Background: an optimization exercise with open tools, aiming at small area. Do not read the settings as production practice. Function was checked by simulation only, so behaviour that the tests miss may differ from the original.

Design fpu_top, start of the top module:
module fpu_top (
    input  logic             clk,
    input  logic             reset,
    input  logic [3:0]       op,
    input  logic             start,
    input  logic [31:0]      operand_a,
    input  logic [31:0]      operand_b,
    output logic             valid,
    output logic [31:0]      result
);
Size in the first run: ~2600 cells after synthesis, roughly 110 flip-flops, about 100 I/O pins.
clock: 10.0 ns
lec_check: 0
abc_area: 1
cap_margin: 10
core_margin: 2
core_utilization: 60
cts_buf_list: sky130_fd_sc_hd__clkbuf_8
place_density: 0.72
slew_margin: 10
synth_hierarchical: 1
standard.sh (not shown) runs the stock make flow with config.mk's settings and CLKGATE_MAP_FILE= SYNTH_SCRIPT=/design/flow/synth_recipe.tcl, a recipe that flattens the netlist after the stock synthesis.
==> flow/flow/run.sh <==
#!/bin/bash
# Layout flow: the standard layout, except that
#  - synthesis maps the logic with an area-oriented ABC script
#    (flow/abc_area.script: area-only mapping) in place of ORFS's
#    delay-oriented one; everything else in synthesis, the registers
#    included, comes from the standard scripts unchanged;
#  - every input and output port still gets its own buffer, but a
#    sky130_fd_sc_hd__buf_1 instead of the larger cell buffer_ports picks;
#  - after global routing, ORFS's own power recovery (RECOVER_POWER)
#    downsizes gates on paths that keep positive slack.
set -euo pipefail
work=$(pwd)

# a private copy of the ORFS scripts with only the ABC script replaced
rm -rf "$work/scripts"
cp -r "$FLOW_HOME/scripts" "$work/scripts"
cp "$work/flow/abc_area.script" "$work/scripts/abc_area.script"

# synthesis with that copy, then the rest of the standard layout
bash "$work/standard.sh" SCRIPTS_DIR="$work/scripts" synth > "$work/synth.log" 2>&1
BUFFER_PORTS_ARGS="-buffer_cell sky130_fd_sc_hd__buf_1" RECOVER_POWER=100 bash "$work/standard.sh" finish > "$work/layout.log" 2>&1
==> flow/flow/abc_area.script <==
strash
dch
map -a
topo
dnsize -c
The first run passed the timing, DRC and antenna checks.
==> next run, changes <==
==> flow/flow/run.sh (replaced) <==
#!/bin/bash
# Layout flow: the standard layout, except that
#  - synthesis maps the logic with an area-oriented ABC script
#    (flow/abc_area.script: area-only mapping) in place of ORFS's
#    delay-oriented one, and extracts full/half adder cells only in the
#    adder modules fpu_fa and fpu_ha (the rest of the logic is left to ABC);
#    everything else in synthesis, the registers included, comes from the
#    standard scripts unchanged;
#  - every input and output port still gets its own buffer, but a
#    sky130_fd_sc_hd__buf_1 instead of the larger cell buffer_ports picks.
set -euo pipefail
work=$(pwd)

# a private copy of the ORFS scripts with only those two changes
rm -rf "$work/scripts"
cp -r "$FLOW_HOME/scripts" "$work/scripts"
cp "$work/flow/abc_area.script" "$work/scripts/abc_area.script"
sed -i 's/^  extract_fa {\*}\[dont_use_extract_fa_args\]$/  extract_fa {*}[dont_use_extract_fa_args] fpu_fa fpu_ha/' "$work/scripts/synth.tcl"
grep -q '^  extract_fa {\*}\[dont_use_extract_fa_args\] fpu_fa fpu_ha$' "$work/scripts/synth.tcl"

# synthesis with that copy, then the rest of the standard layout
bash "$work/standard.sh" SCRIPTS_DIR="$work/scripts" synth > "$work/synth.log" 2>&1
BUFFER_PORTS_ARGS="-buffer_cell sky130_fd_sc_hd__buf_1" bash "$work/standard.sh" finish > "$work/layout.log" 2>&1
==> flow/flow/abc_area.script (replaced) <==
strash
dch
map -a
strash
dch
map -a
topo
dnsize -c
--- a/flow/config.mk
+++ b/flow/config.mk
@@ -7,9 +7,8 @@
 export LEC_CHECK = 0
 export ABC_AREA = 1
-export CAP_MARGIN = 10
+export CAP_MARGIN = 20
 export CORE_MARGIN = 2
 export CORE_UTILIZATION = 60
-export CTS_BUF_LIST = sky130_fd_sc_hd__clkbuf_8
 export PLACE_DENSITY = 0.72
-export SLEW_MARGIN = 10
+export SLEW_MARGIN = 20
 export SYNTH_HIERARCHICAL = 1
Outcome: The new run went through all stages and came out clean. Clock-buffer cell count does not change. Core utilization increases by 0.13 points. Setup slack improves by 0.39 ns. Routed wire length shrinks by 0.78%. Clock skew stays flat. Synthesized area falls by 2.5%. Sequential cell count stays the same. Global-route usage rose by 1.0 points. Die area drops by 2.5%.
==> next run, changes <==
==> flow/flow/run.sh (replaced) <==
#!/bin/bash
# Layout flow: the standard layout, except that synthesis maps the logic
# with an area-oriented ABC script (flow/abc_area.script: area-only mapping)
# in place of ORFS's delay-oriented one. Everything else, the registers
# included, comes from the standard scripts unchanged.
set -euo pipefail
work=$(pwd)

# a private copy of the ORFS scripts with only the ABC script replaced
rm -rf "$work/scripts"
cp -r "$FLOW_HOME/scripts" "$work/scripts"
cp "$work/flow/abc_area.script" "$work/scripts/abc_area.script"

# synthesis with that copy, then the rest of the standard layout
bash "$work/standard.sh" SCRIPTS_DIR="$work/scripts" synth > "$work/synth.log" 2>&1
bash "$work/standard.sh" finish > "$work/layout.log" 2>&1
==> flow/flow/abc_area.script (replaced) <==
strash
dch
map -a
topo
dnsize -c
=> Core utilization rises by 1.8 points; global-route usage rises by 0.36 points; wire length rises by 3.3%; clock-buffer cell count stays the same; maximum frequency falls by 4.2%; worst hold slack degrades by 0.0052 ns; final cell count falls by 4.2%; synthesized area rises by 2.6%; cell area rises by 5.6%.


run A:
fpu_top again, from the RTL that the note above started with.
Design fpu_top, start of the top module:
module fpu_top (
    input  logic             clk,
    input  logic             reset,
    input  logic [3:0]       op,
    input  logic             start,
    input  logic [31:0]      operand_a,
    input  logic [31:0]      operand_b,
    output logic             valid,
    output logic [31:0]      result
);
export LEC_CHECK = 0
export ABC_AREA = 1
export CAP_MARGIN = 20
export CORE_MARGIN = 2
export CORE_UTILIZATION = 60
export CTS_BUF_LIST = sky130_fd_sc_hd__clkbuf_8
export PLACE_DENSITY = 0.72
export SLEW_MARGIN = 20
export SYNTH_HIERARCHICAL = 1
create_clock -name core_clock -period 10.0 [get_ports {clk}]
==> flow/flow/run.sh <==
#!/bin/bash
# Layout flow: the standard layout, except that
#  - synthesis maps the logic with an area-oriented ABC script
#    (flow/abc_area.script: area-only mapping) in place of ORFS's
#    delay-oriented one; everything else in synthesis, the registers
#    included, comes from the standard scripts unchanged;
#  - every input and output port still gets its own buffer, but a
#    sky130_fd_sc_hd__buf_1 instead of the larger cell buffer_ports picks;
#  - after global routing, ORFS's own power recovery (RECOVER_POWER)
#    downsizes gates on paths that keep positive slack.
set -euo pipefail
work=$(pwd)

# a private copy of the ORFS scripts with only the ABC script replaced
rm -rf "$work/scripts"
cp -r "$FLOW_HOME/scripts" "$work/scripts"
cp "$work/flow/abc_area.script" "$work/scripts/abc_area.script"

# synthesis with that copy, then the rest of the standard layout
bash "$work/standard.sh" SCRIPTS_DIR="$work/scripts" synth > "$work/synth.log" 2>&1
BUFFER_PORTS_ARGS="-buffer_cell sky130_fd_sc_hd__buf_1" RECOVER_POWER=100 bash "$work/standard.sh" finish > "$work/layout.log" 2>&1
==> flow/flow/abc_area.script <==
strash
dch
map -a
topo
dnsize -c
What run B does differently from run A at the input level:
Settings: removing CTS_BUF_LIST (formerly sky130_fd_sc_hd__clkbuf_8).
==> flow/flow/run.sh <==
#!/bin/bash
# Layout flow: the standard layout, except that
#  - synthesis maps the logic with an area-oriented ABC script
#    (flow/abc_area.script: area-only mapping) in place of ORFS's
#    delay-oriented one, and extracts full/half adder cells only in the
#    adder modules fpu_fa and fpu_ha (the rest of the logic is left to ABC);
#    everything else in synthesis, the registers included, comes from the
#    standard scripts unchanged;
#  - every input and output port still gets its own buffer, but a
#    sky130_fd_sc_hd__buf_1 instead of the larger cell buffer_ports picks.
set -euo pipefail
work=$(pwd)

# a private copy of the ORFS scripts with only those two changes
rm -rf "$work/scripts"
cp -r "$FLOW_HOME/scripts" "$work/scripts"
cp "$work/flow/abc_area.script" "$work/scripts/abc_area.script"
sed -i 's/^  extract_fa {\*}\[dont_use_extract_fa_args\]$/  extract_fa {*}[dont_use_extract_fa_args] fpu_fa fpu_ha/' "$work/scripts/synth.tcl"
grep -q '^  extract_fa {\*}\[dont_use_extract_fa_args\] fpu_fa fpu_ha$' "$work/scripts/synth.tcl"

# synthesis with that copy, then the rest of the standard layout
bash "$work/standard.sh" SCRIPTS_DIR="$work/scripts" synth > "$work/synth.log" 2>&1
BUFFER_PORTS_ARGS="-buffer_cell sky130_fd_sc_hd__buf_1" bash "$work/standard.sh" finish > "$work/layout.log" 2>&1
==> flow/flow/abc_area.script <==
strash
dch
map -a
strash
dch
map -a
strash
dch
map -a
topo
dnsize -c
--- outcome ---
Run B | status: complete | timing, DRC, antenna: pass
Run A reports its most common cell after layout, fill and taps aside as sky130_fd_sc_hd__nand2_1 while run B reports sky130_fd_sc_hd__nor2_1.
When run B is measured against run A, its width of the die turns out 1.4% lower.
Run B vs. run A: core utilization flat; number of vias in the routed layout increased by about 2.1% relative to the old numbers; routed wire length shrank by 2.5%; number of nets in the synthesized netlist higher.
Fraction of final layout cells sized beyond drive strength 1 (run B over run A): decrease, 1.0 points
Here is what was changed in the inputs of run C compared with run B.
Settings: GPL_TIMING_DRIVEN newly set to 0; CTS_BUF_LIST newly set to sky130_fd_sc_hd__clkbuf_8.
==> flow/flow/run.sh <==
#!/bin/bash
# Layout flow: the standard layout, except that
#  - synthesis maps the logic with an area-oriented ABC script
#    (flow/abc_area.script: area-only mapping) in place of ORFS's
#    delay-oriented one; everything else in synthesis, the registers
#    included, comes from the standard scripts unchanged;
#  - every input and output port still gets its own buffer, but a
#    sky130_fd_sc_hd__buf_1 instead of the larger cell buffer_ports picks.
set -euo pipefail
work=$(pwd)

# a private copy of the ORFS scripts with only the ABC script replaced
rm -rf "$work/scripts"
cp -r "$FLOW_HOME/scripts" "$work/scripts"
cp "$work/flow/abc_area.script" "$work/scripts/abc_area.script"

# synthesis with that copy, then the rest of the standard layout
bash "$work/standard.sh" SCRIPTS_DIR="$work/scripts" synth > "$work/synth.log" 2>&1
BUFFER_PORTS_ARGS="-buffer_cell sky130_fd_sc_hd__buf_1" bash "$work/standard.sh" finish > "$work/layout.log" 2>&1
==> flow/flow/abc_area.script <==
strash
dch
map -a
topo
dnsize -c
==> comparison <==
Run C: flow completed, timing, DRC and antenna clean
A first element of the critical path of operand_aligner.stage_fraction_b[6] is what run B shows, while operand_aligner.stage_fraction_b[16] belongs to run C.
[compare] base=run B new=run C: final non-filler cell total lost 168; relative area change from synthesis to final layout shows an increase of 0.18 points; area after synthesis rose by about 3%; final wirelength up about 4%.
Number of buffers and inverters on the critical path in run C is 1 higher than in run B
Setup changes, run C to run D
Settings: GPL_TIMING_DRIVEN: 0 -> unset.
Findings:
- The category of the critical setup timing path comes out flip-flop to output port in one run and flip-flop to flip-flop in the other, namely in run D and run C respectively.
- Summary of run D over run C: normalized max-slew margin climbed 14 points; sequential-to-total area share from yosys stat barely changed; register-to-register slack climbed 0.08 ns.
- Filler cell count in the final layout in run D vs run C: up about 3.6%
- Achievable clock frequency (lower): run C
- Per the comparison of run D with run C, final critical delay including setup and external delays saw a decrease, worst hold slack held steady.

separate check: timing with driven ports:
How much do the figures lean on ideal ports? The routed layouts below were timed once more, with nothing changed but the port constraints. Step 1 assumes that a clkbuf_16 drives the clock port and a buf_2 every other input. Step 2, shift: input delay + t, output delay - t, t = (earliest + latest rising clock arrival at the registers) / 2. This alone moves slack from input paths to output paths. Three values: ideal ports, drivers, drivers and shift; two values: the first two.
run | t, ns | slack for setup (ns) | hold WS [ns] | worst setup path after step 2 | worst data-port slew with drivers (ns)
the first run of note 1 | 0.421 | 0.496 / 0.469 / 0.446 | 0.340 / 0.340 / 0.340 | input to register | 0.04
the second run of note 1 | 0.428 | 0.887 / 0.887 / 0.887 | 0.340 / 0.340 / 0.340 | register to register | 0.04
the third run of note 1 | 0.407 | 0.484 / 0.437 / 0.397 | 0.335 / 0.335 / 0.335 | input to register | 0.04
run A | 0.421 | 0.496 / 0.469 / 0.446 | 0.340 / 0.340 / 0.340 | input to register | 0.04
run B | 0.413 | 0.866 / 0.866 / 0.497 | 0.327 / 0.327 / 0.327 | input to register | 0.03
run C | 0.429 | 0.435 / 0.435 / 0.325 | 0.339 / 0.339 / 0.339 | input to register | 0.03
run D | 0.421 | 0.514 / 0.473 / 0.462 | 0.340 / 0.340 / 0.340 | input to register | 0.04
After both steps setup and hold are still met in every run listed. For run B, which loses most, drivers alone change the setup slack by 0.000 ns; drivers and shift together by -0.369 ns.
